From an optimization exercise on the open Yosys and OpenROAD flow, aimed at small area, a short achievable clock period and few clock cycles; shortcuts taken in it are not production practice.
Where RTL was checked, it was by simulation tests only, not by an equivalence proof against the original.
Only the layout flow was run in run 1; the RTL was not checked for function there.
No activity file was given, so power comes from the tool's default toggle rates.

===== design/flow/flow/run.sh =====
#!/bin/bash
# Standard layout, with the port buffers made of the smallest buffer cell and
# Yosys's generic fine-grained ABC pass skipped, so that the adders written as
# gates reach full-adder extraction as written.
set -euo pipefail
bash standard.sh SYNTH_ARGS=-noabc BUFFER_PORTS_ARGS="-buffer_cell sky130_fd_sc_hd__buf_1" finish > standard_flow.log 2>&1

===== design/flow/standard.sh =====
#!/bin/bash
# synth_recipe.tcl (not shown) runs the flow's synth.tcl, then flattens the netlist and writes it again
# the make line also repeats each setting of config.mk as NAME=value (left out here)
make -C /OpenROAD-flow-scripts/flow DESIGN_CONFIG=/design/flow/config.mk WORK_HOME=/design/flow/orfs CLKGATE_MAP_FILE= SYNTH_SCRIPT=/design/flow/synth_recipe.tcl "${@:-finish}"

===== design/flow/config.mk =====
export PLATFORM = sky130hd
export DESIGN_NAME = rtc_fields_to_epoch_seconds_unit
export DESIGN_NICKNAME = rtc_fields_to_epoch_seconds_unit
export VERILOG_FILES = /design/flow/design.v
export SDC_FILE = /design/flow/constraint.sdc
export NUM_CORES = 4
export LEC_CHECK = 0
export CAP_MARGIN = 20
export CORE_MARGIN = 2
export CORE_UTILIZATION = 40
export CTS_BUF_LIST = sky130_fd_sc_hd__clkbuf_8
export SETUP_SLACK_MARGIN = 3.5
export SLEW_MARGIN = 20

===== design/flow/constraint.sdc =====
create_clock -name core_clock -period 8.0 [get_ports {clk}]
set_input_delay 1.6000 -clock core_clock [delete_from_list [all_inputs] [get_ports {clk}]]
set_output_delay 1.6000 -clock core_clock [all_outputs]
set_load 0.01 [all_outputs]

===== design/flow/design.v =====
package rfes_pkg;
  localparam logic [11:0] EPOCH_YEAR    = 12'd1970;
  localparam logic [11:0] BASE_YEAR     = 12'd2000;
  localparam logic [16:0] SECS_PER_DAY  = 17'd86400;
  localparam logic [16:0] SECS_PER_HOUR = 17'd3600;
  localparam logic [16:0] SECS_PER_MIN  = 17'd60;
  localparam logic [16:0] SECS_PER_SEC  = 17'd1;
  localparam logic [1:0] EPOCH_MOD4   = 2'd2;
  localparam logic [6:0] EPOCH_MOD100 = 7'd70;
  localparam logic [8:0] EPOCH_MOD400 = 9'd370;
  localparam logic CFG_BCD_MODE  = 1'b0;
  localparam logic CFG_TWELVE_HR = 1'b1;
  typedef struct packed {
    logic [7:0] raw_seconds;
    logic [7:0] raw_minutes;
    logic [7:0] raw_hours;
    logic [7:0] raw_monthday;
    logic [7:0] raw_month;
    logic [7:0] raw_year;
  } rfes_in_t;
  typedef struct packed {
    logic [31:0] epoch_seconds;
    logic        field_error;
  } rfes_out_t;
  typedef struct packed {
    logic [7:0] sec;
    logic [7:0] min;
    logic [7:0] hr;
    logic [7:0] day;
    logic [3:0] mon_idx;
    logic       mon_ok;
    logic [7:0] yr;
    logic       err;
  } rfes_dec_t;
  typedef enum logic [3:0] {
    ST_IDLE,
    ST_YEARS,
    ST_DAY,
    ST_MUL_DAY,
    ST_MUL_HR,
    ST_MUL_MIN,
    ST_MUL_SEC,
    ST_LAST,
    ST_OUT
  } rfes_state_t;
  typedef enum logic [3:0] {
    OP_NONE,
    OP_LOAD,
    OP_YEAR,
    OP_MONTH,
    OP_DAY,
    OP_MUL_DAY,
    OP_MUL_HR,
    OP_MUL_MIN,
    OP_MUL_SEC,
    OP_LAST
  } rfes_op_t;
  typedef struct packed {
    rfes_op_t op;
  } rfes_ctrl_t;
  typedef struct packed {
    logic year_done;
  } rfes_stat_t;
  function automatic logic [7:0] bcd_decode(input logic [7:0] b, input logic bcd);
    logic [7:0] hi;
    hi = {4'b0000, b[7:4]};
    if (bcd) begin
      bcd_decode = (hi << 3) + (hi << 1) + {4'b0000, b[3:0]};
    end else begin
      bcd_decode = b;
    end
  endfunction
  function automatic logic [8:0] days_before_month(input logic [3:0] idx);
    case (idx)
      4'd0:    days_before_month = 9'd0;
      4'd1:    days_before_month = 9'd31;
      4'd2:    days_before_month = 9'd59;
      4'd3:    days_before_month = 9'd90;
      4'd4:    days_before_month = 9'd120;
      4'd5:    days_before_month = 9'd151;
      4'd6:    days_before_month = 9'd181;
      4'd7:    days_before_month = 9'd212;
      4'd8:    days_before_month = 9'd243;
      4'd9:    days_before_month = 9'd273;
      4'd10:   days_before_month = 9'd304;
      4'd11:   days_before_month = 9'd334;
      default: days_before_month = 9'd0;
    endcase
  endfunction
  function automatic logic [4:0] month_length(input logic [3:0] idx);
    case (idx)
      4'd1:              month_length = 5'd28;
      4'd3, 4'd5, 4'd8,
      4'd10:             month_length = 5'd30;
      default:           month_length = 5'd31;
    endcase
  endfunction
  function automatic logic [15:0] month_offset(input logic [3:0] mon, input logic leap);
    case ({mon, leap})
      5'd2: month_offset = 16'd10957;
      5'd3: month_offset = 16'd10956;
      5'd4: month_offset = 16'd10988;
      5'd5: month_offset = 16'd10987;
      5'd6: month_offset = 16'd11016;
      5'd7: month_offset = 16'd11016;
      5'd8: month_offset = 16'd11047;
      5'd9: month_offset = 16'd11047;
      5'd10: month_offset = 16'd11077;
      5'd11: month_offset = 16'd11077;
      5'd12: month_offset = 16'd11108;
      5'd13: month_offset = 16'd11108;
      5'd14: month_offset = 16'd11138;
      5'd15: month_offset = 16'd11138;
      5'd16: month_offset = 16'd11169;
      5'd17: month_offset = 16'd11169;
      5'd18: month_offset = 16'd11200;
      5'd19: month_offset = 16'd11200;
      5'd20: month_offset = 16'd11230;
      5'd21: month_offset = 16'd11230;
      5'd22: month_offset = 16'd11261;
      5'd23: month_offset = 16'd11261;
      5'd24: month_offset = 16'd11291;
      5'd25: month_offset = 16'd11291;
      default: month_offset = 16'd0;
    endcase
  endfunction
  function automatic logic gt8(input logic [7:0] x, input logic [7:0] c);
    logic g;
    g = 1'b0;
    for (int i = 0; i < 8; i++) begin
      g = c[i] ? (x[i] & g) : (x[i] | g);
    end
    gt8 = g;
  endfunction
  function automatic logic bcd_gt59(input logic [7:0] b);
    bcd_gt59 = gt8({4'd0, b[7:4]}, 8'd5) || ((b[7:4] == 4'd5) && gt8({4'd0, b[3:0]}, 8'd9));
  endfunction
  function automatic logic bcd_gt23(input logic [7:0] b);
    bcd_gt23 = gt8({4'd0, b[7:4]}, 8'd2) || ((b[7:4] == 4'd2) && gt8({4'd0, b[3:0]}, 8'd3)) ||
               ((b[7:4] == 4'd1) && gt8({4'd0, b[3:0]}, 8'd13));
  endfunction
  function automatic logic bcd_gt99(input logic [7:0] b);
    bcd_gt99 = gt8({4'd0, b[7:4]}, 8'd9) || ((b[7:4] == 4'd9) && gt8({4'd0, b[3:0]}, 8'd9));
  endfunction
  function automatic logic bcd_bad_1_12(input logic [6:0] b);
    bcd_bad_1_12 = gt8({5'd0, b[6:4]}, 8'd1) || ((b[6:4] == 3'd1) && gt8({4'd0, b[3:0]}, 8'd2)) ||
                   ((b[6:4] == 3'd0) && ((b[3:0] == 4'd0) || gt8({4'd0, b[3:0]}, 8'd12)));
  endfunction
  function automatic logic day_gt(input logic [7:0] b, input logic bcd, input logic [3:0] ml);
    if (bcd) begin
      day_gt = gt8({4'd0, b[7:4]}, 8'd3) ||
               ((b[7:4] == 4'd3) && (ml[0] || ml[1] || (ml[2] && (b[3:0] != 4'd0)) ||
                                     (ml[3] && gt8({4'd0, b[3:0]}, 8'd1)))) ||
               ((b[7:4] == 4'd2) && ((ml[0] && gt8({4'd0, b[3:0]}, 8'd8)) ||
                                     (ml[1] && gt8({4'd0, b[3:0]}, 8'd9)) ||
                                     (ml[2] && gt8({4'd0, b[3:0]}, 8'd10)) ||
                                     (ml[3] && gt8({4'd0, b[3:0]}, 8'd11))));
    end else begin
      day_gt = gt8(b, 8'd31) || (ml[0] && gt8(b, 8'd28)) || (ml[1] && gt8(b, 8'd29)) ||
               (ml[2] && gt8(b, 8'd30));
    end
  endfunction
  function automatic logic [4:0] hour12(input logic [3:0] h, input logic pm);
    case ({pm, h})
      5'h01: hour12 = 5'd1;
      5'h02: hour12 = 5'd2;
      5'h03: hour12 = 5'd3;
      5'h04: hour12 = 5'd4;
      5'h05: hour12 = 5'd5;
      5'h06: hour12 = 5'd6;
      5'h07: hour12 = 5'd7;
      5'h08: hour12 = 5'd8;
      5'h09: hour12 = 5'd9;
      5'h0a: hour12 = 5'd10;
      5'h0b: hour12 = 5'd11;
      5'h11: hour12 = 5'd13;
      5'h12: hour12 = 5'd14;
      5'h13: hour12 = 5'd15;
      5'h14: hour12 = 5'd16;
      5'h15: hour12 = 5'd17;
      5'h16: hour12 = 5'd18;
      5'h17: hour12 = 5'd19;
      5'h18: hour12 = 5'd20;
      5'h19: hour12 = 5'd21;
      5'h1a: hour12 = 5'd22;
      5'h1b: hour12 = 5'd23;
      5'h1c: hour12 = 5'd12;
      default: hour12 = 5'd0;
    endcase
  endfunction
endpackage
module rtc_fields_to_epoch_seconds_unit (
  input  logic      clk,
  input  logic      rst,
  input  logic      start,
  output logic      busy,
  input  rfes_pkg::rfes_in_t  fields,
  output logic      done,
  output rfes_pkg::rfes_out_t result,
  input  logic      cfg_write,
  input  logic      cfg_index,
  input  logic      cfg_data
);
  logic        bcd_mode;
  logic        twelve_hour_mode;
  always_ff @(posedge clk) begin
    if (rst) begin
      bcd_mode         <= 1'b1;
      twelve_hour_mode <= 1'b0;
    end else if (cfg_write) begin
      case (cfg_index)
        rfes_pkg::CFG_BCD_MODE:  bcd_mode         <= cfg_data;
        rfes_pkg::CFG_TWELVE_HR: twelve_hour_mode <= cfg_data;
        default:       bcd_mode         <= bcd_mode;
      endcase
    end
  end
  assign busy = 1'b0;
  logic [5:0]  sec6;
  logic [5:0]  min6;
  logic [4:0]  hv5;
  logic [4:0]  day5;
  logic [6:0]  yr7;
  logic [3:0]  mon4;
  logic [3:0]  h4;
  logic [4:0]  hr5;
  logic        leap;
  logic [3:0]  ml;
  logic [1:0]  fields_r;
  logic        err_sec, err_min, err_hr, err_day, err_mon, err_yr, err_all;
  logic t0;
  logic t1;
  logic t2;
  logic t3;
  logic t4;
  logic t5;
  logic t6;
  logic t7;
  logic t8;
  logic t9;
  logic t10;
  logic t11;
  logic t12;
  logic t13;
  logic t14;
  logic t15;
  logic t16;
  logic t17;
  logic t18;
  logic t19;
  logic t20;
  logic t21;
  logic t22;
  logic t23;
  logic t24;
  logic t25;
  logic t26;
  logic t27;
  logic t28;
  logic t29;
  logic t30;
  logic t31;
  logic t32;
  logic t33;
  logic t34;
  logic t35;
  logic t36;
  logic t37;
  logic t38;
  logic t39;
  logic t40;
  logic t41;
  logic t42;
  logic t43;
  logic t44;
  logic t45;
  logic t46;
  logic t47;
  logic t48;
  logic t49;
  logic t50;
  logic t51;
  logic t52;
  logic t53;
  logic t54;
  logic t55;
  logic t56;
  logic t57;
  logic t58;
  logic t59;
  logic t60;
  logic t61;
  logic t62;
  logic t63;
  logic t64;
  logic t65;
  logic t66;
  logic t67;
  logic t68;
  logic t69;
  logic t70;
  logic t71;
  logic t72;
  logic t73;
  logic t74;
  logic t75;
  logic t76;
  logic t77;
  logic t78;
  logic t79;
  logic t80;
  logic t81;
  logic t82;
  logic t83;
  logic t84;
  logic t85;
  logic t86;
  logic t87;
  logic t88;
  logic t89;
  logic t90;
  logic t91;
  logic t92;
  logic t93;
  logic t94;
  logic t95;
  logic t96;
  logic t97;
  logic t98;
  logic t99;
  logic t100;
  logic t101;
  logic t102;
  logic t103;
  logic t104;
  logic t105;
  logic t106;
  logic t107;
  logic t108;
  logic t109;
  logic t110;
  logic t111;
  logic t112;
  logic t113;
  logic t114;
  logic t115;
  logic t116;
  logic t117;
  logic t118;
  logic t119;
  logic t120;
  logic t121;
  logic t122;
  logic t123;
  logic t124;
  logic t125;
  logic t126;
  logic t127;
  logic t128;
  logic t129;
  logic t130;
  logic t131;
  logic t132;
  logic t133;
  logic t134;
  logic t135;
  logic t136;
  logic t137;
  logic t138;
  logic t139;
  logic t140;
  logic t141;
  logic t142;
  logic t143;
  logic t144;
  logic t145;
  logic t146;
  logic t147;
  logic t148;
  logic t149;
  logic t150;
  logic t151;
  logic t152;
  logic t153;
  logic t154;
  logic t155;
  logic t156;
  logic t157;
  logic t158;
  logic t159;
  logic t160;
  assign t0 = bcd_mode & fields.raw_seconds[4];
  assign t1 = bcd_mode & fields.raw_seconds[5];
  assign t2 = bcd_mode ? fields.raw_seconds[6] : fields.raw_seconds[4];
  assign t3 = ~bcd_mode & fields.raw_seconds[5];
  assign t4 = ~bcd_mode & fields.raw_seconds[6];
  assign t5 = fields.raw_seconds[3] ^ fields.raw_seconds[4];
  assign t6 = fields.raw_seconds[3] & fields.raw_seconds[4];
  assign t7 = fields.raw_seconds[5] ^ t3;
  assign t8 = fields.raw_seconds[5] & t3;
  assign t9 = fields.raw_seconds[6] ^ t4;
  assign t10 = fields.raw_seconds[6] & t4;
  assign t11 = fields.raw_seconds[1] ^ t0;
  assign t12 = fields.raw_seconds[2] ^ t1;
  assign t13 = t2 ^ t5;
  assign t14 = t7 ^ t6;
  assign t15 = t9 ^ t8;
  assign t16 = fields.raw_seconds[1] & t0;
  assign t17 = fields.raw_seconds[2] & t1;
  assign t18 = t2 & t5;
  assign t19 = t7 & t6;
  assign t20 = t9 & t8;
  assign t21 = t17 | (t12 & t16);
  assign t22 = t12 & t11;
  assign t23 = t19 | (t14 & t18);
  assign t24 = t14 & t13;
  assign t25 = t18 | (t13 & t21);
  assign t26 = t13 & t22;
  assign t27 = t23 | (t24 & t21);
  assign t28 = t24 & t22;
  assign t29 = t20 | (t15 & t27);
  assign t30 = t12 ^ t16;
  assign t31 = t13 ^ t21;
  assign t32 = t14 ^ t25;
  assign t33 = t15 ^ t27;
  assign t34 = bcd_mode & fields.raw_minutes[4];
  assign t35 = bcd_mode & fields.raw_minutes[5];
  assign t36 = bcd_mode ? fields.raw_minutes[6] : fields.raw_minutes[4];
  assign t37 = ~bcd_mode & fields.raw_minutes[5];
  assign t38 = ~bcd_mode & fields.raw_minutes[6];
  assign t39 = fields.raw_minutes[3] ^ fields.raw_minutes[4];
  assign t40 = fields.raw_minutes[3] & fields.raw_minutes[4];
  assign t41 = fields.raw_minutes[5] ^ t37;
  assign t42 = fields.raw_minutes[5] & t37;
  assign t43 = fields.raw_minutes[6] ^ t38;
  assign t44 = fields.raw_minutes[6] & t38;
  assign t45 = fields.raw_minutes[1] ^ t34;
  assign t46 = fields.raw_minutes[2] ^ t35;
  assign t47 = t36 ^ t39;
  assign t48 = t41 ^ t40;
  assign t49 = t43 ^ t42;
  assign t50 = fields.raw_minutes[1] & t34;
  assign t51 = fields.raw_minutes[2] & t35;
  assign t52 = t36 & t39;
  assign t53 = t41 & t40;
  assign t54 = t43 & t42;
  assign t55 = t51 | (t46 & t50);
  assign t56 = t46 & t45;
  assign t57 = t53 | (t48 & t52);
  assign t58 = t48 & t47;
  assign t59 = t52 | (t47 & t55);
  assign t60 = t47 & t56;
  assign t61 = t57 | (t58 & t55);
  assign t62 = t58 & t56;
  assign t63 = t54 | (t49 & t61);
  assign t64 = t46 ^ t50;
  assign t65 = t47 ^ t55;
  assign t66 = t48 ^ t59;
  assign t67 = t49 ^ t61;
  assign t68 = bcd_mode & fields.raw_hours[4];
  assign t69 = bcd_mode & fields.raw_hours[5];
  assign t70 = ~bcd_mode & fields.raw_hours[4];
  assign t71 = ~bcd_mode & fields.raw_hours[5];
  assign t72 = fields.raw_hours[3] ^ fields.raw_hours[4];
  assign t73 = fields.raw_hours[3] & fields.raw_hours[4];
  assign t74 = fields.raw_hours[5] ^ t71;
  assign t75 = fields.raw_hours[5] & t71;
  assign t76 = fields.raw_hours[1] ^ t68;
  assign t77 = fields.raw_hours[2] ^ t69;
  assign t78 = t70 ^ t72;
  assign t79 = t74 ^ t73;
  assign t80 = fields.raw_hours[1] & t68;
  assign t81 = fields.raw_hours[2] & t69;
  assign t82 = t70 & t72;
  assign t83 = t74 & t73;
  assign t84 = t81 | (t77 & t80);
  assign t85 = t77 & t76;
  assign t86 = t83 | (t79 & t82);
  assign t87 = t82 | (t78 & t84);
  assign t88 = t78 & t85;
  assign t89 = t86 | (t79 & t84);
  assign t90 = t77 ^ t80;
  assign t91 = t78 ^ t84;
  assign t92 = t79 ^ t87;
  assign t93 = bcd_mode & fields.raw_monthday[4];
  assign t94 = bcd_mode & fields.raw_monthday[5];
  assign t95 = ~bcd_mode & fields.raw_monthday[4];
  assign t96 = ~bcd_mode & fields.raw_monthday[5];
  assign t97 = fields.raw_monthday[3] ^ fields.raw_monthday[4];
  assign t98 = fields.raw_monthday[3] & fields.raw_monthday[4];
  assign t99 = fields.raw_monthday[5] ^ t96;
  assign t100 = fields.raw_monthday[5] & t96;
  assign t101 = fields.raw_monthday[1] ^ t93;
  assign t102 = fields.raw_monthday[2] ^ t94;
  assign t103 = t95 ^ t97;
  assign t104 = t99 ^ t98;
  assign t105 = fields.raw_monthday[1] & t93;
  assign t106 = fields.raw_monthday[2] & t94;
  assign t107 = t95 & t97;
  assign t108 = t99 & t98;
  assign t109 = t106 | (t102 & t105);
  assign t110 = t102 & t101;
  assign t111 = t108 | (t104 & t107);
  assign t112 = t107 | (t103 & t109);
  assign t113 = t103 & t110;
  assign t114 = t111 | (t104 & t109);
  assign t115 = t102 ^ t105;
  assign t116 = t103 ^ t109;
  assign t117 = t104 ^ t112;
  assign t118 = bcd_mode & fields.raw_year[4];
  assign t119 = bcd_mode & fields.raw_year[5];
  assign t120 = bcd_mode ? fields.raw_year[6] : fields.raw_year[4];
  assign t121 = bcd_mode ? fields.raw_year[7] : fields.raw_year[5];
  assign t122 = ~bcd_mode & fields.raw_year[6];
  assign t123 = ~bcd_mode & fields.raw_year[7];
  assign t124 = fields.raw_year[3] ^ fields.raw_year[4];
  assign t125 = fields.raw_year[3] & fields.raw_year[4];
  assign t126 = fields.raw_year[5] ^ t121;
  assign t127 = fields.raw_year[5] & t121;
  assign t128 = fields.raw_year[6] ^ t122;
  assign t129 = fields.raw_year[6] & t122;
  assign t130 = fields.raw_year[7] ^ t123;
  assign t131 = fields.raw_year[7] & t123;
  assign t132 = fields.raw_year[1] ^ t118;
  assign t133 = fields.raw_year[2] ^ t119;
  assign t134 = t120 ^ t124;
  assign t135 = t126 ^ t125;
  assign t136 = t128 ^ t127;
  assign t137 = t130 ^ t129;
  assign t138 = fields.raw_year[1] & t118;
  assign t139 = fields.raw_year[2] & t119;
  assign t140 = t120 & t124;
  assign t141 = t126 & t125;
  assign t142 = t128 & t127;
  assign t143 = t130 & t129;
  assign t144 = t139 | (t133 & t138);
  assign t145 = t133 & t132;
  assign t146 = t141 | (t135 & t140);
  assign t147 = t135 & t134;
  assign t148 = t143 | (t137 & t142);
  assign t149 = t140 | (t134 & t144);
  assign t150 = t134 & t145;
  assign t151 = t146 | (t147 & t144);
  assign t152 = t147 & t145;
  assign t153 = t142 | (t136 & t151);
  assign t154 = t136 & t152;
  assign t155 = t148 | (t137 & t151);
  assign t156 = t133 ^ t138;
  assign t157 = t134 ^ t144;
  assign t158 = t135 ^ t149;
  assign t159 = t136 ^ t151;
  assign t160 = t137 ^ t153;
  assign sec6 = {t33, t32, t31, t30, t11, fields.raw_seconds[0]};
  assign min6 = {t67, t66, t65, t64, t45, fields.raw_minutes[0]};
  assign hv5 = {t92, t91, t90, t76, fields.raw_hours[0]};
  assign day5 = {t117, t116, t115, t101, fields.raw_monthday[0]};
  assign yr7 = {t160, t159, t158, t157, t156, t132, fields.raw_year[0]};
  always_comb begin
    err_sec = bcd_mode ? rfes_pkg::bcd_gt59(fields.raw_seconds) : rfes_pkg::gt8(fields.raw_seconds, 8'd59);
    err_min = bcd_mode ? rfes_pkg::bcd_gt59(fields.raw_minutes) : rfes_pkg::gt8(fields.raw_minutes, 8'd59);
    if (twelve_hour_mode) begin
      err_hr = bcd_mode ? rfes_pkg::bcd_bad_1_12(fields.raw_hours[6:0]) :
                          ((fields.raw_hours[6:0] == 7'd0) ||
                           rfes_pkg::gt8({1'b0, fields.raw_hours[6:0]}, 8'd12));
    end else begin
      err_hr = bcd_mode ? rfes_pkg::bcd_gt23(fields.raw_hours) : rfes_pkg::gt8(fields.raw_hours, 8'd23);
    end
    err_mon = bcd_mode ? (rfes_pkg::bcd_bad_1_12(fields.raw_month[6:0]) || fields.raw_month[7]) :
                         ((fields.raw_month == 8'd0) || rfes_pkg::gt8(fields.raw_month, 8'd12));
    err_yr  = bcd_mode ? rfes_pkg::bcd_gt99(fields.raw_year) : rfes_pkg::gt8(fields.raw_year, 8'd99);
  end
  always_comb begin
    if (bcd_mode && fields.raw_month[4]) begin
      mon4 = {1'b1, fields.raw_month[1], ~fields.raw_month[1], fields.raw_month[0]};
    end else begin
      mon4 = fields.raw_month[3:0];
    end
    if (bcd_mode && fields.raw_hours[4]) begin
      h4 = {1'b1, fields.raw_hours[1], ~fields.raw_hours[1], fields.raw_hours[0]};
    end else begin
      h4 = fields.raw_hours[3:0];
    end
    hr5 = twelve_hour_mode ? rfes_pkg::hour12(h4, fields.raw_hours[7]) : hv5;
    if (bcd_mode) begin
      leap = !fields.raw_year[0] && (fields.raw_year[1] == fields.raw_year[4]);
    end else begin
      leap = (fields.raw_year[1:0] == 2'b00);
    end
    ml[0] = (mon4 == 4'd2) && !leap;
    ml[1] = (mon4 == 4'd2) && leap;
    ml[2] = (mon4 == 4'd4) || (mon4 == 4'd6) || (mon4 == 4'd9) || (mon4 == 4'd11);
    ml[3] = !(ml[0] || ml[1] || ml[2]);
    err_day = (fields.raw_monthday == 8'd0) || rfes_pkg::day_gt(fields.raw_monthday, bcd_mode, ml);
    err_all = err_sec || err_min || err_hr || err_day || err_mon || err_yr;
    if (bcd_mode) begin
      fields_r = {fields.raw_year[1] ^ fields.raw_year[4], fields.raw_year[0]};
    end else begin
      fields_r = fields.raw_year[1:0];
    end
  end
  logic        v_q;
  logic        err_q;
  logic [4:0]  q_q;
  logic [1:0]  r_q;
  logic [3:0]  mon_q;
  logic [4:0]  day_q;
  logic [4:0]  hr_q;
  logic [5:0]  min_q;
  logic [5:0]  sec_q;
  logic        leap_q;
  always_ff @(posedge clk) begin
    if (rst) begin
      v_q <= 1'b0;
    end else begin
      v_q <= start;
    end
  end
  always_ff @(posedge clk) begin
    err_q <= err_all;
    q_q   <= yr7[6:2];
    r_q   <= fields_r;
    mon_q <= mon4;
    day_q <= day5;
    hr_q  <= hr5;
    min_q <= min6;
    sec_q <= sec6;
    leap_q <= leap;
  end
  logic [31:0] epoch;
  logic [31:0] tab;
  always_comb begin
    case (mon_q)
      4'd1: tab = leap_q ? 32'd676164100 : 32'd676250500;
      4'd2: tab = leap_q ? 32'd678842500 : 32'd678928900;
      4'd3: tab = 32'd681348100;
      4'd4: tab = 32'd684026500;
      4'd5: tab = 32'd686618500;
      4'd6: tab = 32'd689296900;
      4'd7: tab = 32'd691888900;
      4'd8: tab = 32'd694567300;
      4'd9: tab = 32'd697245700;
      4'd10: tab = 32'd699837700;
      4'd11: tab = 32'd702516100;
      4'd12: tab = 32'd705108100;
      default: tab = 32'd0;
    endcase
  end
  logic t161;
  logic t162;
  logic t163;
  logic t164;
  logic t165;
  logic t166;
  logic t167;
  logic t168;
  logic t169;
  logic t170;
  logic t171;
  logic t172;
  logic t173;
  logic t174;
  logic t175;
  logic t176;
  logic t177;
  logic t178;
  logic t179;
  logic t180;
  logic t181;
  logic t182;
  logic t183;
  logic t184;
  logic t185;
  logic t186;
  logic t187;
  logic t188;
  logic t189;
  logic t190;
  logic t191;
  logic t192;
  logic t193;
  logic t194;
  logic t195;
  logic t196;
  logic t197;
  logic t198;
  logic t199;
  logic t200;
  logic t201;
  logic t202;
  logic t203;
  logic t204;
  logic t205;
  logic t206;
  logic t207;
  logic t208;
  logic t209;
  logic t210;
  logic t211;
  logic t212;
  logic t213;
  logic t214;
  logic t215;
  logic t216;
  logic t217;
  logic t218;
  logic t219;
  logic t220;
  logic t221;
  logic t222;
  logic t223;
  logic t224;
  logic t225;
  logic t226;
  logic t227;
  logic t228;
  logic t229;
  logic t230;
  logic t231;
  logic t232;
  logic t233;
  logic t234;
  logic t235;
  logic t236;
  logic t237;
  logic t238;
  logic t239;
  logic t240;
  logic t241;
  logic t242;
  logic t243;
  logic t244;
  logic t245;
  logic t246;
  logic t247;
  logic t248;
  logic t249;
  logic t250;
  logic t251;
  logic t252;
  logic t253;
  logic t254;
  logic t255;
  logic t256;
  logic t257;
  logic t258;
  logic t259;
  logic t260;
  logic t261;
  logic t262;
  logic t263;
  logic t264;
  logic t265;
  logic t266;
  logic t267;
  logic t268;
  logic t269;
  logic t270;
  logic t271;
  logic t272;
  logic t273;
  logic t274;
  logic t275;
  logic t276;
  logic t277;
  logic t278;
  logic t279;
  logic t280;
  logic t281;
  logic t282;
  logic t283;
  logic t284;
  logic t285;
  logic t286;
  logic t287;
  logic t288;
  logic t289;
  logic t290;
  logic t291;
  logic t292;
  logic t293;
  logic t294;
  logic t295;
  logic t296;
  logic t297;
  logic t298;
  logic t299;
  logic t300;
  logic t301;
  logic t302;
  logic t303;
  logic t304;
  logic t305;
  logic t306;
  logic t307;
  logic t308;
  logic t309;
  logic t310;
  logic t311;
  logic t312;
  logic t313;
  logic t314;
  logic t315;
  logic t316;
  logic t317;
  logic t318;
  logic t319;
  logic t320;
  logic t321;
  logic t322;
  logic t323;
  logic t324;
  logic t325;
  logic t326;
  logic t327;
  logic t328;
  logic t329;
  logic t330;
  logic t331;
  logic t332;
  logic t333;
  logic t334;
  logic t335;
  logic t336;
  logic t337;
  logic t338;
  logic t339;
  logic t340;
  logic t341;
  logic t342;
  logic t343;
  logic t344;
  logic t345;
  logic t346;
  logic t347;
  logic t348;
  logic t349;
  logic t350;
  logic t351;
  logic t352;
  logic t353;
  logic t354;
  logic t355;
  logic t356;
  logic t357;
  logic t358;
  logic t359;
  logic t360;
  logic t361;
  logic t362;
  logic t363;
  logic t364;
  logic t365;
  logic t366;
  logic t367;
  logic t368;
  logic t369;
  logic t370;
  logic t371;
  logic t372;
  logic t373;
  logic t374;
  logic t375;
  logic t376;
  logic t377;
  logic t378;
  logic t379;
  logic t380;
  logic t381;
  logic t382;
  logic t383;
  logic t384;
  logic t385;
  logic t386;
  logic t387;
  logic t388;
  logic t389;
  logic t390;
  logic t391;
  logic t392;
  logic t393;
  logic t394;
  logic t395;
  logic t396;
  logic t397;
  logic t398;
  logic t399;
  logic t400;
  logic t401;
  logic t402;
  logic t403;
  logic t404;
  logic t405;
  logic t406;
  logic t407;
  logic t408;
  logic t409;
  logic t410;
  logic t411;
  logic t412;
  logic t413;
  logic t414;
  logic t415;
  logic t416;
  logic t417;
  logic t418;
  logic t419;
  logic t420;
  logic t421;
  logic t422;
  logic t423;
  logic t424;
  logic t425;
  logic t426;
  logic t427;
  logic t428;
  logic t429;
  logic t430;
  logic t431;
  logic t432;
  logic t433;
  logic t434;
  logic t435;
  assign t161 = ~q_q[0] ^ day_q[0];
  assign t162 = ~q_q[0] & day_q[0];
  assign t163 = ~q_q[1] ^ day_q[1] ^ day_q[0];
  assign t164 = (~q_q[1] & day_q[1]) | (day_q[0] & (~q_q[1] ^ day_q[1]));
  assign t165 = ~q_q[2] ^ day_q[2];
  assign t166 = ~q_q[2] & day_q[2];
  assign t167 = ~q_q[3] ^ day_q[3] ^ day_q[2];
  assign t168 = (~q_q[3] & day_q[3]) | (day_q[2] & (~q_q[3] ^ day_q[3]));
  assign t169 = ~q_q[4] ^ day_q[4] ^ day_q[3];
  assign t170 = (~q_q[4] & day_q[4]) | (day_q[3] & (~q_q[4] ^ day_q[4]));
  assign t171 = day_q[4] ^ day_q[0];
  assign t172 = day_q[4] & day_q[0];
  assign t173 = q_q[0] ^ day_q[1];
  assign t174 = q_q[0] & day_q[1];
  assign t175 = q_q[1] ^ day_q[2];
  assign t176 = q_q[1] & day_q[2];
  assign t177 = q_q[2] ^ day_q[3];
  assign t178 = q_q[2] & day_q[3];
  assign t179 = q_q[3] ^ day_q[4] ^ day_q[2];
  assign t180 = (q_q[3] & day_q[4]) | (day_q[2] & (q_q[3] ^ day_q[4]));
  assign t181 = q_q[4] ^ ~q_q[0];
  assign t182 = q_q[4] & ~q_q[0];
  assign t183 = hr_q[3] ^ ~min_q[5] ^ min_q[1];
  assign t184 = (hr_q[3] & ~min_q[5]) | (min_q[1] & (hr_q[3] ^ ~min_q[5]));
  assign t185 = hr_q[4] ^ min_q[2] ^ ~r_q[1];
  assign t186 = (hr_q[4] & min_q[2]) | (~r_q[1] & (hr_q[4] ^ min_q[2]));
  assign t187 = tab[8] ^ t162;
  assign t188 = tab[8] & t162;
  assign t189 = day_q[1] ^ ~hr_q[0] ^ min_q[3];
  assign t190 = (day_q[1] & ~hr_q[0]) | (min_q[3] & (day_q[1] ^ ~hr_q[0]));
  assign t191 = tab[9] ^ t165 ^ t164;
  assign t192 = (tab[9] & t165) | (t164 & (tab[9] ^ t165));
  assign t193 = ~hr_q[1] ^ min_q[4] ^ r_q[0];
  assign t194 = (~hr_q[1] & min_q[4]) | (r_q[0] & (~hr_q[1] ^ min_q[4]));
  assign t195 = tab[10] ^ t166 ^ t167;
  assign t196 = (tab[10] & t166) | (t167 & (tab[10] ^ t166));
  assign t197 = ~hr_q[2] ^ min_q[5] ^ r_q[1];
  assign t198 = (~hr_q[2] & min_q[5]) | (r_q[1] & (~hr_q[2] ^ min_q[5]));
  assign t199 = tab[11] ^ t169 ^ t168;
  assign t200 = (tab[11] & t169) | (t168 & (tab[11] ^ t169));
  assign t201 = ~hr_q[3] ^ hr_q[0] ^ ~r_q[0];
  assign t202 = (~hr_q[3] & hr_q[0]) | (~r_q[0] & (~hr_q[3] ^ hr_q[0]));
  assign t203 = tab[12] ^ t171 ^ t170;
  assign t204 = (tab[12] & t171) | (t170 & (tab[12] ^ t171));
  assign t205 = ~hr_q[4] ^ hr_q[1] ^ ~r_q[1];
  assign t206 = (~hr_q[4] & hr_q[1]) | (~r_q[1] & (~hr_q[4] ^ hr_q[1]));
  assign t207 = tab[13] ^ t173 ^ t172;
  assign t208 = (tab[13] & t173) | (t172 & (tab[13] ^ t173));
  assign t209 = day_q[0] ^ hr_q[2] ^ r_q[0];
  assign t210 = (day_q[0] & hr_q[2]) | (r_q[0] & (day_q[0] ^ hr_q[2]));
  assign t211 = tab[14] ^ t175 ^ t174;
  assign t212 = (tab[14] & t175) | (t174 & (tab[14] ^ t175));
  assign t213 = day_q[1] ^ hr_q[3] ^ r_q[1];
  assign t214 = (day_q[1] & hr_q[3]) | (r_q[1] & (day_q[1] ^ hr_q[3]));
  assign t215 = tab[15] ^ t177 ^ t176;
  assign t216 = (tab[15] & t177) | (t176 & (tab[15] ^ t177));
  assign t217 = day_q[0] ^ hr_q[4] ^ r_q[0];
  assign t218 = (day_q[0] & hr_q[4]) | (r_q[0] & (day_q[0] ^ hr_q[4]));
  assign t219 = tab[16] ^ t178 ^ t179;
  assign t220 = (tab[16] & t178) | (t179 & (tab[16] ^ t178));
  assign t221 = day_q[3] ^ day_q[1] ^ r_q[1];
  assign t222 = (day_q[3] & day_q[1]) | (r_q[1] & (day_q[3] ^ day_q[1]));
  assign t223 = tab[17] ^ t181 ^ t180;
  assign t224 = (tab[17] & t181) | (t180 & (tab[17] ^ t181));
  assign t225 = ~q_q[1] ^ day_q[4] ^ day_q[2];
  assign t226 = (~q_q[1] & day_q[4]) | (day_q[2] & (~q_q[1] ^ day_q[4]));
  assign t227 = 1'b1 ^ t182;
  assign t228 = 1'b1 & t182;
  assign t229 = ~q_q[2] ^ q_q[0] ^ day_q[3];
  assign t230 = (~q_q[2] & q_q[0]) | (day_q[3] & (~q_q[2] ^ q_q[0]));
  assign t231 = ~q_q[3] ^ q_q[1];
  assign t232 = ~q_q[3] & q_q[1];
  assign t233 = ~q_q[4] ^ q_q[2];
  assign t234 = ~q_q[4] & q_q[2];
  assign t235 = ~r_q[0] ^ tab[7];
  assign t236 = ~r_q[0] & tab[7];
  assign t237 = t163 ^ t185 ^ t184;
  assign t238 = (t163 & t185) | (t184 & (t163 ^ t185));
  assign t239 = t189 ^ t186 ^ t188;
  assign t240 = (t189 & t186) | (t188 & (t189 ^ t186));
  assign t241 = t193 ^ t190 ^ t195;
  assign t242 = (t193 & t190) | (t195 & (t193 ^ t190));
  assign t243 = t197 ^ t194 ^ t199;
  assign t244 = (t197 & t194) | (t199 & (t197 ^ t194));
  assign t245 = t201 ^ t198 ^ t203;
  assign t246 = (t201 & t198) | (t203 & (t201 ^ t198));
  assign t247 = t205 ^ t202 ^ t207;
  assign t248 = (t205 & t202) | (t207 & (t205 ^ t202));
  assign t249 = t209 ^ t206 ^ t211;
  assign t250 = (t209 & t206) | (t211 & (t209 ^ t206));
  assign t251 = t213 ^ t210 ^ t215;
  assign t252 = (t213 & t210) | (t215 & (t213 ^ t210));
  assign t253 = t217 ^ t214 ^ t216;
  assign t254 = (t217 & t214) | (t216 & (t217 ^ t214));
  assign t255 = t221 ^ t218 ^ t223;
  assign t256 = (t221 & t218) | (t223 & (t221 ^ t218));
  assign t257 = t225 ^ t222 ^ t227;
  assign t258 = (t225 & t222) | (t227 & (t225 ^ t222));
  assign t259 = tab[19] ^ t229 ^ t226;
  assign t260 = (tab[19] & t229) | (t226 & (tab[19] ^ t229));
  assign t261 = day_q[4] ^ tab[20] ^ t231;
  assign t262 = (day_q[4] & tab[20]) | (t231 & (day_q[4] ^ tab[20]));
  assign t263 = ~r_q[0] ^ tab[21] ^ t233;
  assign t264 = (~r_q[0] & tab[21]) | (t233 & (~r_q[0] ^ tab[21]));
  assign t265 = q_q[3] ^ ~r_q[1] ^ tab[22];
  assign t266 = (q_q[3] & ~r_q[1]) | (tab[22] & (q_q[3] ^ ~r_q[1]));
  assign t267 = q_q[4] ^ ~q_q[0];
  assign t268 = q_q[4] & ~q_q[0];
  assign t269 = ~min_q[0] ^ sec_q[2];
  assign t270 = ~min_q[0] & sec_q[2];
  assign t271 = ~min_q[1] ^ sec_q[3];
  assign t272 = ~min_q[1] & sec_q[3];
  assign t273 = hr_q[0] ^ ~min_q[2] ^ sec_q[4];
  assign t274 = (hr_q[0] & ~min_q[2]) | (sec_q[4] & (hr_q[0] ^ ~min_q[2]));
  assign t275 = hr_q[1] ^ ~min_q[3] ^ sec_q[5];
  assign t276 = (hr_q[1] & ~min_q[3]) | (sec_q[5] & (hr_q[1] ^ ~min_q[3]));
  assign t277 = hr_q[2] ^ ~min_q[4] ^ min_q[0];
  assign t278 = (hr_q[2] & ~min_q[4]) | (min_q[0] & (hr_q[2] ^ ~min_q[4]));
  assign t279 = t161 ^ t235 ^ t183;
  assign t280 = (t161 & t235) | (t183 & (t161 ^ t235));
  assign t281 = t236 ^ t187 ^ t237;
  assign t282 = (t236 & t187) | (t237 & (t236 ^ t187));
  assign t283 = t191 ^ t238 ^ t239;
  assign t284 = (t191 & t238) | (t239 & (t191 ^ t238));
  assign t285 = t192 ^ t240 ^ t241;
  assign t286 = (t192 & t240) | (t241 & (t192 ^ t240));
  assign t287 = t196 ^ t243 ^ t242;
  assign t288 = (t196 & t243) | (t242 & (t196 ^ t243));
  assign t289 = t200 ^ t245 ^ t244;
  assign t290 = (t200 & t245) | (t244 & (t200 ^ t245));
  assign t291 = t204 ^ t247 ^ t246;
  assign t292 = (t204 & t247) | (t246 & (t204 ^ t247));
  assign t293 = t208 ^ t249 ^ t248;
  assign t294 = (t208 & t249) | (t248 & (t208 ^ t249));
  assign t295 = t212 ^ t251 ^ t250;
  assign t296 = (t212 & t251) | (t250 & (t212 ^ t251));
  assign t297 = t219 ^ t253 ^ t252;
  assign t298 = (t219 & t253) | (t252 & (t219 ^ t253));
  assign t299 = t220 ^ t254 ^ t255;
  assign t300 = (t220 & t254) | (t255 & (t220 ^ t254));
  assign t301 = t224 ^ t257 ^ t256;
  assign t302 = (t224 & t257) | (t256 & (t224 ^ t257));
  assign t303 = t228 ^ t259 ^ t258;
  assign t304 = (t228 & t259) | (t258 & (t228 ^ t259));
  assign t305 = t230 ^ t261 ^ t260;
  assign t306 = (t230 & t261) | (t260 & (t230 ^ t261));
  assign t307 = t232 ^ t263 ^ t262;
  assign t308 = (t232 & t263) | (t262 & (t232 ^ t263));
  assign t309 = t234 ^ t265 ^ t264;
  assign t310 = (t234 & t265) | (t264 & (t234 ^ t265));
  assign t311 = tab[23] ^ t267 ^ t266;
  assign t312 = (tab[23] & t267) | (t266 & (tab[23] ^ t267));
  assign t313 = ~q_q[1] ^ tab[24] ^ t268;
  assign t314 = (~q_q[1] & tab[24]) | (t268 & (~q_q[1] ^ tab[24]));
  assign t315 = ~q_q[2] ^ r_q[0] ^ tab[25];
  assign t316 = (~q_q[2] & r_q[0]) | (tab[25] & (~q_q[2] ^ r_q[0]));
  assign t317 = ~q_q[3] ^ r_q[1];
  assign t318 = ~q_q[3] & r_q[1];
  assign t319 = ~q_q[4] ^ q_q[0] ^ 1'b1;
  assign t320 = (~q_q[4] & q_q[0]) | (1'b1 & (~q_q[4] ^ q_q[0]));
  assign t321 = 1'b1 ^ t269;
  assign t322 = t271 ^ t270;
  assign t323 = t273 ^ t272;
  assign t324 = t275 ^ t274;
  assign t325 = t277 ^ t276;
  assign t326 = t279 ^ t278;
  assign t327 = t281 ^ t280;
  assign t328 = t283 ^ t282;
  assign t329 = t285 ^ t284;
  assign t330 = t287 ^ t286;
  assign t331 = t289 ^ t288;
  assign t332 = t291 ^ t290;
  assign t333 = t293 ^ t292;
  assign t334 = t295 ^ t294;
  assign t335 = t297 ^ t296;
  assign t336 = t299 ^ t298;
  assign t337 = 1'b0 ^ 1'b0;
  assign t338 = 1'b1 & t269;
  assign t339 = t271 & t270;
  assign t340 = t273 & t272;
  assign t341 = t275 & t274;
  assign t342 = t277 & t276;
  assign t343 = t279 & t278;
  assign t344 = t281 & t280;
  assign t345 = t283 & t282;
  assign t346 = t285 & t284;
  assign t347 = t287 & t286;
  assign t348 = t289 & t288;
  assign t349 = t291 & t290;
  assign t350 = t293 & t292;
  assign t351 = t295 & t294;
  assign t352 = t297 & t296;
  assign t353 = t299 & t298;
  assign t354 = 1'b0 & 1'b0;
  assign t355 = t339 | (t322 & t338);
  assign t356 = t322 & t321;
  assign t357 = t341 | (t324 & t340);
  assign t358 = t324 & t323;
  assign t359 = t343 | (t326 & t342);
  assign t360 = t326 & t325;
  assign t361 = t345 | (t328 & t344);
  assign t362 = t328 & t327;
  assign t363 = t347 | (t330 & t346);
  assign t364 = t330 & t329;
  assign t365 = t349 | (t332 & t348);
  assign t366 = t332 & t331;
  assign t367 = t351 | (t334 & t350);
  assign t368 = t334 & t333;
  assign t369 = t353 | (t336 & t352);
  assign t370 = t336 & t335;
  assign t371 = t340 | (t323 & t355);
  assign t372 = t323 & t356;
  assign t373 = t357 | (t358 & t355);
  assign t374 = t358 & t356;
  assign t375 = t344 | (t327 & t359);
  assign t376 = t327 & t360;
  assign t377 = t361 | (t362 & t359);
  assign t378 = t362 & t360;
  assign t379 = t348 | (t331 & t363);
  assign t380 = t331 & t364;
  assign t381 = t365 | (t366 & t363);
  assign t382 = t366 & t364;
  assign t383 = t352 | (t335 & t367);
  assign t384 = t335 & t368;
  assign t385 = t369 | (t370 & t367);
  assign t386 = t370 & t368;
  assign t387 = t342 | (t325 & t373);
  assign t388 = t325 & t374;
  assign t389 = t359 | (t360 & t373);
  assign t390 = t360 & t374;
  assign t391 = t375 | (t376 & t373);
  assign t392 = t376 & t374;
  assign t393 = t377 | (t378 & t373);
  assign t394 = t378 & t374;
  assign t395 = t350 | (t333 & t381);
  assign t396 = t333 & t382;
  assign t397 = t367 | (t368 & t381);
  assign t398 = t368 & t382;
  assign t399 = t383 | (t384 & t381);
  assign t400 = t384 & t382;
  assign t401 = t385 | (t386 & t381);
  assign t402 = t386 & t382;
  assign t403 = t346 | (t329 & t393);
  assign t404 = t329 & t394;
  assign t405 = t363 | (t364 & t393);
  assign t406 = t364 & t394;
  assign t407 = t379 | (t380 & t393);
  assign t408 = t380 & t394;
  assign t409 = t381 | (t382 & t393);
  assign t410 = t382 & t394;
  assign t411 = t395 | (t396 & t393);
  assign t412 = t396 & t394;
  assign t413 = t397 | (t398 & t393);
  assign t414 = t398 & t394;
  assign t415 = t399 | (t400 & t393);
  assign t416 = t400 & t394;
  assign t417 = t401 | (t402 & t393);
  assign t418 = t402 & t394;
  assign t419 = t354 | (t337 & t417);
  assign t420 = t322 ^ t338;
  assign t421 = t323 ^ t355;
  assign t422 = t324 ^ t371;
  assign t423 = t325 ^ t373;
  assign t424 = t326 ^ t387;
  assign t425 = t327 ^ t389;
  assign t426 = t328 ^ t391;
  assign t427 = t329 ^ t393;
  assign t428 = t330 ^ t403;
  assign t429 = t331 ^ t405;
  assign t430 = t332 ^ t407;
  assign t431 = t333 ^ t409;
  assign t432 = t334 ^ t411;
  assign t433 = t335 ^ t413;
  assign t434 = t336 ^ t415;
  assign t435 = t337 ^ t417;
  logic        v2_q;
  logic        err2_q;
  logic        lo_q_0;
  logic        lo_q_1;
  logic        lo_q_2;
  logic        lo_q_3;
  logic        lo_q_4;
  logic        lo_q_5;
  logic        lo_q_6;
  logic        lo_q_7;
  logic        lo_q_8;
  logic        lo_q_9;
  logic        lo_q_10;
  logic        lo_q_11;
  logic        lo_q_12;
  logic        lo_q_13;
  logic        lo_q_14;
  logic        lo_q_15;
  logic        lo_q_16;
  logic        lo_q_17;
  logic        cy_q;
  logic        cs0_q_18;
  logic        cs1_q_18;
  logic        cs0_q_19;
  logic        cs1_q_19;
  logic        cs0_q_20;
  logic        cs1_q_20;
  logic        cs0_q_21;
  logic        cs1_q_21;
  logic        cs0_q_22;
  logic        cs1_q_22;
  logic        cs0_q_23;
  logic        cs1_q_23;
  logic        cs0_q_24;
  logic        cs1_q_24;
  logic        cs0_q_25;
  logic        cs1_q_25;
  logic        cs0_q_26;
  logic        cs1_q_26;
  logic        cs0_q_27;
  logic        cs1_q_27;
  logic        cs0_q_28;
  logic        cs1_q_28;
  logic        cs0_q_29;
  logic        cs1_q_29;
  logic        cs0_q_30;
  logic        cs0_q_31;
  always_ff @(posedge clk) begin
    if (rst) begin
      v2_q <= 1'b0;
    end else begin
      v2_q <= v_q;
    end
  end
  always_ff @(posedge clk) begin
    err2_q <= err_q;
    lo_q_0 <= sec_q[0];
    lo_q_1 <= sec_q[1];
    lo_q_2 <= t321;
    lo_q_3 <= t420;
    lo_q_4 <= t421;
    lo_q_5 <= t422;
    lo_q_6 <= t423;
    lo_q_7 <= t424;
    lo_q_8 <= t425;
    lo_q_9 <= t426;
    lo_q_10 <= t427;
    lo_q_11 <= t428;
    lo_q_12 <= t429;
    lo_q_13 <= t430;
    lo_q_14 <= t431;
    lo_q_15 <= t432;
    lo_q_16 <= t433;
    lo_q_17 <= t434;
    cy_q <= t435;
    cs0_q_18 <= t301;
    cs1_q_18 <= t300;
    cs0_q_19 <= t303;
    cs1_q_19 <= t302;
    cs0_q_20 <= t305;
    cs1_q_20 <= t304;
    cs0_q_21 <= t307;
    cs1_q_21 <= t306;
    cs0_q_22 <= t309;
    cs1_q_22 <= t308;
    cs0_q_23 <= t311;
    cs1_q_23 <= t310;
    cs0_q_24 <= t313;
    cs1_q_24 <= t312;
    cs0_q_25 <= t315;
    cs1_q_25 <= t314;
    cs0_q_26 <= t317;
    cs1_q_26 <= t316;
    cs0_q_27 <= t319;
    cs1_q_27 <= t318;
    cs0_q_28 <= q_q[1];
    cs1_q_28 <= t320;
    cs0_q_29 <= q_q[2];
    cs1_q_29 <= 1'b1;
    cs0_q_30 <= q_q[3];
    cs0_q_31 <= q_q[4];
  end
  logic t436;
  logic t437;
  logic t438;
  logic t439;
  logic t440;
  logic t441;
  logic t442;
  logic t443;
  logic t444;
  logic t445;
  logic t446;
  logic t447;
  logic t448;
  logic t449;
  logic t450;
  logic t451;
  logic t452;
  logic t453;
  logic t454;
  logic t455;
  logic t456;
  logic t457;
  logic t458;
  logic t459;
  logic t460;
  logic t461;
  logic t462;
  logic t463;
  logic t464;
  logic t465;
  logic t466;
  logic t467;
  logic t468;
  logic t469;
  logic t470;
  logic t471;
  logic t472;
  logic t473;
  logic t474;
  logic t475;
  logic t476;
  logic t477;
  logic t478;
  logic t479;
  logic t480;
  logic t481;
  logic t482;
  logic t483;
  logic t484;
  logic t485;
  logic t486;
  logic t487;
  logic t488;
  logic t489;
  logic t490;
  logic t491;
  logic t492;
  logic t493;
  logic t494;
  logic t495;
  logic t496;
  logic t497;
  logic t498;
  logic t499;
  logic t500;
  logic t501;
  logic t502;
  logic t503;
  logic t504;
  logic t505;
  logic t506;
  logic t507;
  logic t508;
  logic t509;
  logic t510;
  logic t511;
  logic t512;
  logic t513;
  logic t514;
  logic t515;
  logic t516;
  logic t517;
  logic t518;
  logic t519;
  logic t520;
  logic t521;
  logic t522;
  logic t523;
  logic t524;
  logic t525;
  logic t526;
  logic t527;
  logic t528;
  logic t529;
  logic t530;
  logic t531;
  logic t532;
  assign t436 = cy_q ^ cy_q;
  assign t437 = cs0_q_18 ^ cs1_q_18;
  assign t438 = cs0_q_19 ^ cs1_q_19;
  assign t439 = cs0_q_20 ^ cs1_q_20;
  assign t440 = cs0_q_21 ^ cs1_q_21;
  assign t441 = cs0_q_22 ^ cs1_q_22;
  assign t442 = cs0_q_23 ^ cs1_q_23;
  assign t443 = cs0_q_24 ^ cs1_q_24;
  assign t444 = cs0_q_25 ^ cs1_q_25;
  assign t445 = cs0_q_26 ^ cs1_q_26;
  assign t446 = cs0_q_27 ^ cs1_q_27;
  assign t447 = cs0_q_28 ^ cs1_q_28;
  assign t448 = cs0_q_29 ^ cs1_q_29;
  assign t449 = cs0_q_30 ^ 1'b0;
  assign t450 = cs0_q_31 ^ 1'b0;
  assign t451 = cy_q & cy_q;
  assign t452 = cs0_q_18 & cs1_q_18;
  assign t453 = cs0_q_19 & cs1_q_19;
  assign t454 = cs0_q_20 & cs1_q_20;
  assign t455 = cs0_q_21 & cs1_q_21;
  assign t456 = cs0_q_22 & cs1_q_22;
  assign t457 = cs0_q_23 & cs1_q_23;
  assign t458 = cs0_q_24 & cs1_q_24;
  assign t459 = cs0_q_25 & cs1_q_25;
  assign t460 = cs0_q_26 & cs1_q_26;
  assign t461 = cs0_q_27 & cs1_q_27;
  assign t462 = cs0_q_28 & cs1_q_28;
  assign t463 = cs0_q_29 & cs1_q_29;
  assign t464 = cs0_q_30 & 1'b0;
  assign t465 = cs0_q_31 & 1'b0;
  assign t466 = t452 | (t437 & t451);
  assign t467 = t437 & t436;
  assign t468 = t454 | (t439 & t453);
  assign t469 = t439 & t438;
  assign t470 = t456 | (t441 & t455);
  assign t471 = t441 & t440;
  assign t472 = t458 | (t443 & t457);
  assign t473 = t443 & t442;
  assign t474 = t460 | (t445 & t459);
  assign t475 = t445 & t444;
  assign t476 = t462 | (t447 & t461);
  assign t477 = t447 & t446;
  assign t478 = t464 | (t449 & t463);
  assign t479 = t449 & t448;
  assign t480 = t453 | (t438 & t466);
  assign t481 = t438 & t467;
  assign t482 = t468 | (t469 & t466);
  assign t483 = t469 & t467;
  assign t484 = t457 | (t442 & t470);
  assign t485 = t442 & t471;
  assign t486 = t472 | (t473 & t470);
  assign t487 = t473 & t471;
  assign t488 = t461 | (t446 & t474);
  assign t489 = t446 & t475;
  assign t490 = t476 | (t477 & t474);
  assign t491 = t477 & t475;
  assign t492 = t465 | (t450 & t478);
  assign t493 = t455 | (t440 & t482);
  assign t494 = t440 & t483;
  assign t495 = t470 | (t471 & t482);
  assign t496 = t471 & t483;
  assign t497 = t484 | (t485 & t482);
  assign t498 = t485 & t483;
  assign t499 = t486 | (t487 & t482);
  assign t500 = t487 & t483;
  assign t501 = t463 | (t448 & t490);
  assign t502 = t448 & t491;
  assign t503 = t478 | (t479 & t490);
  assign t504 = t479 & t491;
  assign t505 = t492 | (t450 & t490);
  assign t506 = t459 | (t444 & t499);
  assign t507 = t444 & t500;
  assign t508 = t474 | (t475 & t499);
  assign t509 = t475 & t500;
  assign t510 = t488 | (t489 & t499);
  assign t511 = t489 & t500;
  assign t512 = t490 | (t491 & t499);
  assign t513 = t491 & t500;
  assign t514 = t501 | (t502 & t499);
  assign t515 = t502 & t500;
  assign t516 = t503 | (t504 & t499);
  assign t517 = t504 & t500;
  assign t518 = t505 | (t450 & t499);
  assign t519 = t437 ^ t451;
  assign t520 = t438 ^ t466;
  assign t521 = t439 ^ t480;
  assign t522 = t440 ^ t482;
  assign t523 = t441 ^ t493;
  assign t524 = t442 ^ t495;
  assign t525 = t443 ^ t497;
  assign t526 = t444 ^ t499;
  assign t527 = t445 ^ t506;
  assign t528 = t446 ^ t508;
  assign t529 = t447 ^ t510;
  assign t530 = t448 ^ t512;
  assign t531 = t449 ^ t514;
  assign t532 = t450 ^ t516;
  assign epoch = {t532, t531, t530, t529, t528, t527, t526, t525, t524, t523, t522, t521, t520, t519, lo_q_17, lo_q_16, lo_q_15, lo_q_14, lo_q_13, lo_q_12, lo_q_11, lo_q_10, lo_q_9, lo_q_8, lo_q_7, lo_q_6, lo_q_5, lo_q_4, lo_q_3, lo_q_2, lo_q_1, lo_q_0};
  assign done   = v2_q;
  assign result = {epoch, err2_q};
endmodule

==> metrics.cfg, run 1 <==
[finish]
finish.net_count=893
diodes=0
finalInstanceArea_um2=7080
final_util=0.444
fillCellCount=1577
synthToLayoutAreaGrowth_pct=7.79
drive_above_1_share=0.0526

[power_and_ir_drop]
power.switching_mw=1.49
ir_worst_vdd_mv=0.381
p_leak_nw=3.16
power_switching_share=0.444
p_seq_frac=0.210
cellPowerDensity_nw_per_um2=473
internal-power_mw=1.86
clockPowerShare=0.108
pwr-share-comb=0.682
finalPower_mw=3.35

[hold_path]
hold_class=register to register
hold_end=lo_q_0$_DFF_P_
hp-start=sec_q[0]$_DFF_P_
hold_depth=0

[grt]
grt_max_degree=31
track_usage=0.171
grt_pass1_vias=4834
grt_pass1_wl_mm=23.8
antenna_found_initial=0
grt-ovfl-total=0

[synthesis]
ys_ff_latch=84
yosys_most_used_dff=dfxtp_1
yosys.area.top_type_share=0.256
async_flop_share=0
synth_edf_count=0
synth_top_area_cell=dfxtp_1
syn_nets=850
ys_top_cells_by_count=84 x dfxtp_1, 82 x fa_1, 74 x inv_1, 58 x ha_1, 36 x a21oi_1
yosys_warnings=1
synth.distinct_cells=67
syn_area_per_cell_um2=10.0
netlist_area_um2=6570
ys_seq_area_frac=0.256
syn-instance-count=656
synth.area.top_cells=dfxtp_1 26%, fa_1 25%, ha_1 11%, inv_1 4.2%, buf_4 4.0%
yosysMostFrequentCell=dfxtp_1

[route]
postRouteAntennaNets=0
drc=0
dr_total_vias=4586
drt_pass1_iterations=4
totalWireLength_mm=14.1
via_per_inst=4.99
post_drt_wl_per_cell_um=15.4
drtIter0Drc=134

[worst_setup_path]
required_ns=6.40
startpoint_type=register
critPathMaxFanout=3
r2r-start=mon_q[1]$_DFF_P_
reg2reg_to=lo_q_17$_DFF_P_
cp-end-kind=primary output
crit_type=register to primary output
r2r_cells=15
arrival_ns=2.71
crit_path_start=cy_q$_DFF_P_
r2r_slack_ns=3.78

[die]
row_count=46
die-area_um2=17500
die_height_um=132
initial_core_util=0.412
coreArea_um2=15900
die_w_um=132
io_pins=89

[clock_network]
cts_buffers=9
cts_tree=done
clockRootBuffer=clkbuf_8
post_cts_buffers=0
clock_sinks=84
clkTransAtPathRegs_ns=0.09
ctsLongestPathBuffers=2
cts_hold_buf=0
htree_levels=3
clk_latency_ns=0.38

[placement]
hpwl_mm=11.7
post_dp_cell_area_um2=6820
portBuffers=87
gp_congestion=0.900

[timing]
fin_hold_ws_ns=0.336
tightest_slew_ns=0.963
rsz0062_at_grt=true
drv_slew=0
fin_setup_tns_ns=0
fmax_ghz=0.232
max-slew-margin-rel=0.357
post-route-period-util=0.539
finalSetupViolCount=0
fin_skew_ns=0.0137
period_minus_slack_ns=4.31
hold_violations=0

[run]
maxCapViolCount=0

[run_status]
outcome=complete, no violations

==> worst max-delay path: stages (launching register included) <==
cell,delay [ns]
dfxtp_1,0.33
fa_1,0.49
a211o_1,0.31
o211ai_1,0.10
a21oi_1,0.15
or2_1,0.25
fa_1,0.38
xor2_1,0.15
buf_1,0.17
==> state kept, by name (all words and copies together), names as in the netlist, 2 cells and up <==
| signal | flops |
|---|---|
| mon_q | 4 |
| r_q | 2 |
| min_q | 6 |
| hr_q | 5 |
| sec_q | 6 |
| q_q | 5 |
| day_q | 5 |
==> area by class of cell <==
type	instances	area, um^2	area share
clock buffers	9	124	0.0175
clock inverters	6	111	0.0157
inverters	79	297	0.0419
multi-input cells	438	4260	0.601
flip-flops and latches	84	1690	0.239
well taps	216	270	0.0382
repair buffers	87	327	0.0461
==> kinds of logic after synthesis <==
family / share of synthesized area
and+or+nand+nor: 0.0982
buffers and inverters: 0.0970
AOI/OAI and AO/OA: 0.131
other: 0.000571
adders and majority gates: 0.361
xor gates and xnor gates: 0.0480
muxes: 0.00839
DFF: 0.256
==> repair_timing <==
item                       in CTS  in global routing
pin swaps                       0                  0
hold endpoints to repair        0                  0
resized for setup               2                  6
setup endpoints to repair       1                  3
cloned                          0                  0
==> stage by stage <==
step                worst slack, ns  std cells
floorplan                      4.05        656
global placement               3.60        904
detailed placement             3.49        904
CTS                            3.57        919
global route                   3.50        919
finish                         3.69        919
==> cells in the final DEF, fill, tap and decap left out, drive strengths merged, types with 4 or more instances in the layout <==
cell,n
ha,58
o21bai,4
a21o,13
and2,6
o21ai,30
or2,4
o22ai,6
xor2,18
dfxtp,84
nor2,28
a31oi,4
nor3,11
nand3,6
buf,87
clkbuf,9
nand2b,7
xnor2,18
o211ai,7
nand4,4
inv,80
nand2,29
mux2,4
nor2b,13
a21oi,37
fa,82
==> per-layer routing <==
layer	GRT usage	part of all wire	up-vias
met2	0.274	0.47	98
met5	0	0	-
li1	-	-	2232
met1	0.231	0.47	2241
met3	0.0311	0.038	15
met4	0.0640	0.017	0
==> worst max path at each step <==
stage | to | slack (ns) | cells after the start
after global routing | lo_q_17$_DFF_P_ | 3.50 | 15
after global placement | lo_q_17$_DFF_P_ | 3.60 | 14
final | result[27] | 3.69 | 8
after detailed placement | lo_q_17$_DFF_P_ | 3.49 | 15
after CTS | result[31] | 3.57 | 8
after floorplan | lo_q_17$_DFF_P_ | 4.05 | 15
==> power groups by stage <==
stage | combinational [mW] | clock (mW) | sequential [mW]
5_1_grt | 2.63 | 0.393 | 0.720
3_3_place_gp | 2.22 | 0 | 0.713
4_1_cts | 2.32 | 0.377 | 0.706
3_5_place_dp | 2.31 | 0 | 0.715
2_1_floorplan | 1.97 | 0 | 0.668
6_report | 2.29 | 0.361 | 0.703
==> run 2: changes to the inputs <==
--- a/design/flow/design.v
+++ b/design/flow/design.v
@@ -609,3 +609,2 @@
   logic [5:0]  sec_q;
-  logic        leap_q;
   always_ff @(posedge clk) begin
@@ -626,3 +625,2 @@
     sec_q <= sec6;
-    leap_q <= leap;
   end
@@ -630,2 +628,4 @@
   logic [31:0] tab;
+  logic        leap_q;
+  assign leap_q = (r_q == 2'd0);
   always_comb begin
==> run 2 against run 1 <==
Largest power group unchanged. Flip-flop and latch count shrank 1. Clock skew decreased by 0.0095 ns. Critical path type unchanged. Clock power shrank 29%. Final cell count down 0.44%. Hold slack got worse by 0.0025 ns. Global-route usage fell by 0.94 points. Register-to-register slack improved by 0.02 ns.
==> metrics.cfg, run 2 <==
[run_status]
outcome=complete, no violations

[timing]
hold_violations=0  ; unchanged
tightest_slew_ns=0.909  ; -0.0540 ns
drv_slew=0  ; unchanged
fin_hold_ws_ns=0.334  ; -0.00248 ns
fmax_ghz=0.234  ; +0.93%
rsz0062_at_grt=true
period_minus_slack_ns=4.27  ; -0.0396 ns
fin_skew_ns=0.00421  ; -0.00948 ns
post-route-period-util=0.534  ; -0.00495
max-slew-margin-rel=0.393  ; +0.0361
finalSetupViolCount=0  ; unchanged
fin_setup_tns_ns=0  ; unchanged

[finish]
finish.net_count=888  ; -0.56%
reg_top3=min_q: 6 flops, sec_q: 6 flops
diodes=0  ; unchanged
finalInstanceArea_um2=6930  ; -2.1%
multi_input_area_um2=4210  ; -1.1%
fillCellCount=1588  ; +0.70%
final_cell_mix=87 x buf_1, 81 x fa_1, 78 x dfxtp_1, 77 x inv_1, 58 x ha_1
seqCellArea_um2=1670  ; -1.1%
final_cells=915  ; -0.44%
final_common_cell=buf_1
synthToLayoutAreaGrowth_pct=6.63
drive_above_1_share=0.0443  ; -0.00828

[placement]
post_dp_cell_area_um2=6750  ; -1.0%
dp_cells=899  ; -0.55%
portBuffers=87  ; unchanged
hpwl_mm=11.1  ; -4.8%
gp_congestion=0.829  ; -7.9%

[clock_network]
htree_levels=3  ; unchanged
cts_tree=done
cts_resized=1  ; -1
clock_sinks=83  ; -1.2%
ctsLongestPathBuffers=2  ; unchanged
post_cts_buffers=0  ; unchanged
clk_latency_ns=0.37  ; about the same
cts_buffers=9  ; unchanged
clkTransAtPathRegs_ns=0.08  ; about the same
clockRootBuffer=clkbuf_8
cts_hold_buf=0  ; unchanged

[route]
dr_total_vias=4455  ; -2.9%
postRouteAntennaNets=0  ; unchanged
post_drt_wl_per_cell_um=14.5  ; -5.3%
totalWireLength_mm=13.3  ; -5.7%
drt_pass1_iterations=4  ; unchanged
drc=0  ; unchanged
via_per_inst=4.87  ; -2.4%
drtIter0Drc=154  ; +15%

[worst_setup_path]
crit_chain=fa_2 > a211o_1 > o211ai_1 > a21oi_1 > or2_2 > fa_1 > xor2_1 > buf_1
slowest_stage=fa_2
reg2reg_to=lo_q_17$_DFF_P_
r2r-start=mon_q[1]$_DFF_P_
critPathMaxFanout=3  ; unchanged
r2r_slack_ns=3.80  ; +0.02 ns
required_ns=6.40  ; about the same
crit_type=register to primary output
r2r_cells=14  ; -1
startpoint_type=register
arrival_ns=2.67  ; -0.04 ns
cpPeakStageDelay_ns=0.43  ; -0.06 ns
cp-end-kind=primary output

[synthesis]
ys_top_cells_by_count=83 x dfxtp_1, 82 x fa_1, 76 x inv_1, 58 x ha_1, 36 x nor2_1
synth_top_family_by_area=adder cells
async_flop_share=0  ; unchanged
synth_top_area_cell=dfxtp_1
synth-compound-area-share=0.124  ; -0.00725
syn_area_per_cell_um2=10.0  ; +0.31%
synthSimpleGateAreaFrac=0.103  ; +0.00510
ys_seq_area_frac=0.256  ; -0.000319
synth.distinct_cells=56  ; -16%
yosysMostFrequentCell=dfxtp_1
yosys.area.top_type_share=0.256  ; -0.000319
synth_adder_area_share=0.364  ; +0.00389
synth_edf_count=0  ; unchanged
ys_ff_latch=83  ; -1.2%
syn_nets=841  ; -1.1%
syn-instance-count=647  ; -1.4%
yosys_warnings=1  ; unchanged
yosys_most_used_dff=dfxtp_1
netlist_area_um2=6490  ; -1.1%
synth_mux_area_frac=0.00848  ; +0.0000905
synth.area.top_cells=dfxtp_1 26%, fa_1 25%, ha_1 11%, inv_1 4.4%, buf_4 4.0%
synth_xor_area_frac=0.0472  ; -0.000830

[grt]
grt-ovfl-total=0  ; unchanged
grt_pass1_wl_mm=22.2  ; -6.7%
grt_max_degree=30  ; -3.2%
grt_pass1_vias=4625  ; -4.3%
track_usage=0.162  ; -0.00940
antenna_found_initial=0  ; unchanged

[power_and_ir_drop]
p_leak_nw=3.09  ; -2.1%
p_seq_frac=0.218  ; +0.008
power_switching_share=0.453  ; +0.00848
cellPowerDensity_nw_per_um2=461  ; -2.6%
clockPowerShare=0.081  ; -0.027
ir_worst_vdd_mv=0.266  ; -30%
power.switching_mw=1.45  ; -2.9%
pwr-share-comb=0.702  ; +0.020
internal-power_mw=1.75  ; -6.2%

[hold_path]
hold_class=register to register
hold_depth=0  ; unchanged
hp-start=sec_q[0]$_DFF_P_
hold_end=lo_q_0$_DFF_P_

[die]
initial_core_util=0.409  ; -0.00292
coreArea_um2=15900  ; -0.36%
die_w_um=131  ; -0.52%
row_count=46  ; unchanged
io_pins=89  ; unchanged
die_height_um=131  ; -0.52%
die-area_um2=17300  ; -1.0%

[run]
maxCapViolCount=0  ; unchanged

-- run 2: through the flow --
stage	utilization	power [mW]	worst slack, ns
after global routing	0.436	3.60	3.48
after detailed placement	0.425	2.97	3.51
final	0.436	3.19	3.73
after CTS	0.435	3.24	3.55
after floorplan	-	2.64	4.00
after global placement	0.425	2.92	3.62
-- run 2: metal layers --
layer / up-vias / share of wire / global-route usage
met3: 20 / 0.053 / 0.0409
met4: 0 / 0.022 / 0.0604
met2: 101 / 0.45 / 0.256
met5: - / 0 / 0
li1: 2208 / - / -
met1: 2126 / 0.47 / 0.213
-- run 2: layout make-up --
class / count / share of cell area
Timing Repair Buffer: 87 / 0.0472
Tap cell: 216 / 0.0390
Inverter: 76 / 0.0412
Sequential cell: 83 / 0.242
Clock inverter: 7 / 0.00524
Multi-Input combinational cell: 437 / 0.608
Clock buffer: 9 / 0.0179
-- run 2: how the worst max path moves through the flow --
stage	from	endpoint	slack, ns	cells after the start
final	cy_q$_DFF_P_	result[27]	3.73	8
after global routing	mon_q[1]$_DFF_P_	lo_q_17$_DFF_P_	3.48	14
after CTS	mon_q[0]$_DFF_P_	lo_q_17$_DFF_P_	3.55	14
after detailed placement	mon_q[1]$_DFF_P_	lo_q_17$_DFF_P_	3.51	14
after global placement	mon_q[1]$_DFF_P_	lo_q_17$_DFF_P_	3.62	14
after floorplan	mon_q[1]$_DFF_P_	lo_q_17$_DFF_P_	4.00	15
-- run 2: cell families after synthesis --
group,after synthesis
adders and majority gates,140
and+or+nand+nor,133
buffers and inverters,127
AOI/OAI and AO/OA,123
DFF,83
xor gates and xnor gates,35
muxes,5
other,1
-- run 2: power groups by stage --
stage               Combinational (mW)  Sequential, mW  Clock [mW]
floorplan                         1.97           0.665           0
global placement                  2.22           0.706           0
detailed placement                2.27           0.707           0
global route                      2.60           0.715       0.288
finish                            2.24           0.695       0.257
CTS                               2.28           0.698       0.271
-- run 2: worst max-delay path, delay by kind of cell (launching register included) --
family          cells  cell delay [ns]
compound gates      3             0.54
buf+inv             1             0.16
flops               1             0.33
fa+ha+maj           2             0.82
xor+xnor            1             0.14
simple gates        1             0.31
Testbench counts of run 2, summed over its fixed seeds: cycles 2,112.

-- static timing again, ports no longer ideal --
In the flow no input, the clock included, has a driving cell. The finished layouts below were timed again as built, in two steps. Step 1 (the two cells are an assumption about what drives the block):
set clk [get_ports {clk}]
set_driving_cell -lib_cell sky130_fd_sc_hd__clkbuf_16 $clk
set_driving_cell -lib_cell sky130_fd_sc_hd__buf_2 [delete_from_list [all_inputs] $clk]
Step 2 adds t to the input delays and takes it off the output delays; t is the mean of the earliest and latest rising clock arrival at the registers after step 1. Input paths then give back, and output paths get back, about the clock's delay inside the block. Slacks: ideal / step 1 / step 2; pairs: ideal / step 1.
| run | t, ns | setup WS [ns] | latest minus earliest clock arrival (ns) | worst slew at a driven data input, ns | pins driven straight from the clock port |
|---|---|---|---|---|---|
| run 1 | 0.408 | 3.690 / 3.654 / 3.784 | 0.014 / 0.014 | 0.04 | 1 |
| run 2 | 0.405 | 3.730 / 3.693 / 3.799 | 0.006 / 0.005 | 0.05 | 1 |
After both steps every run listed still meets setup and hold.
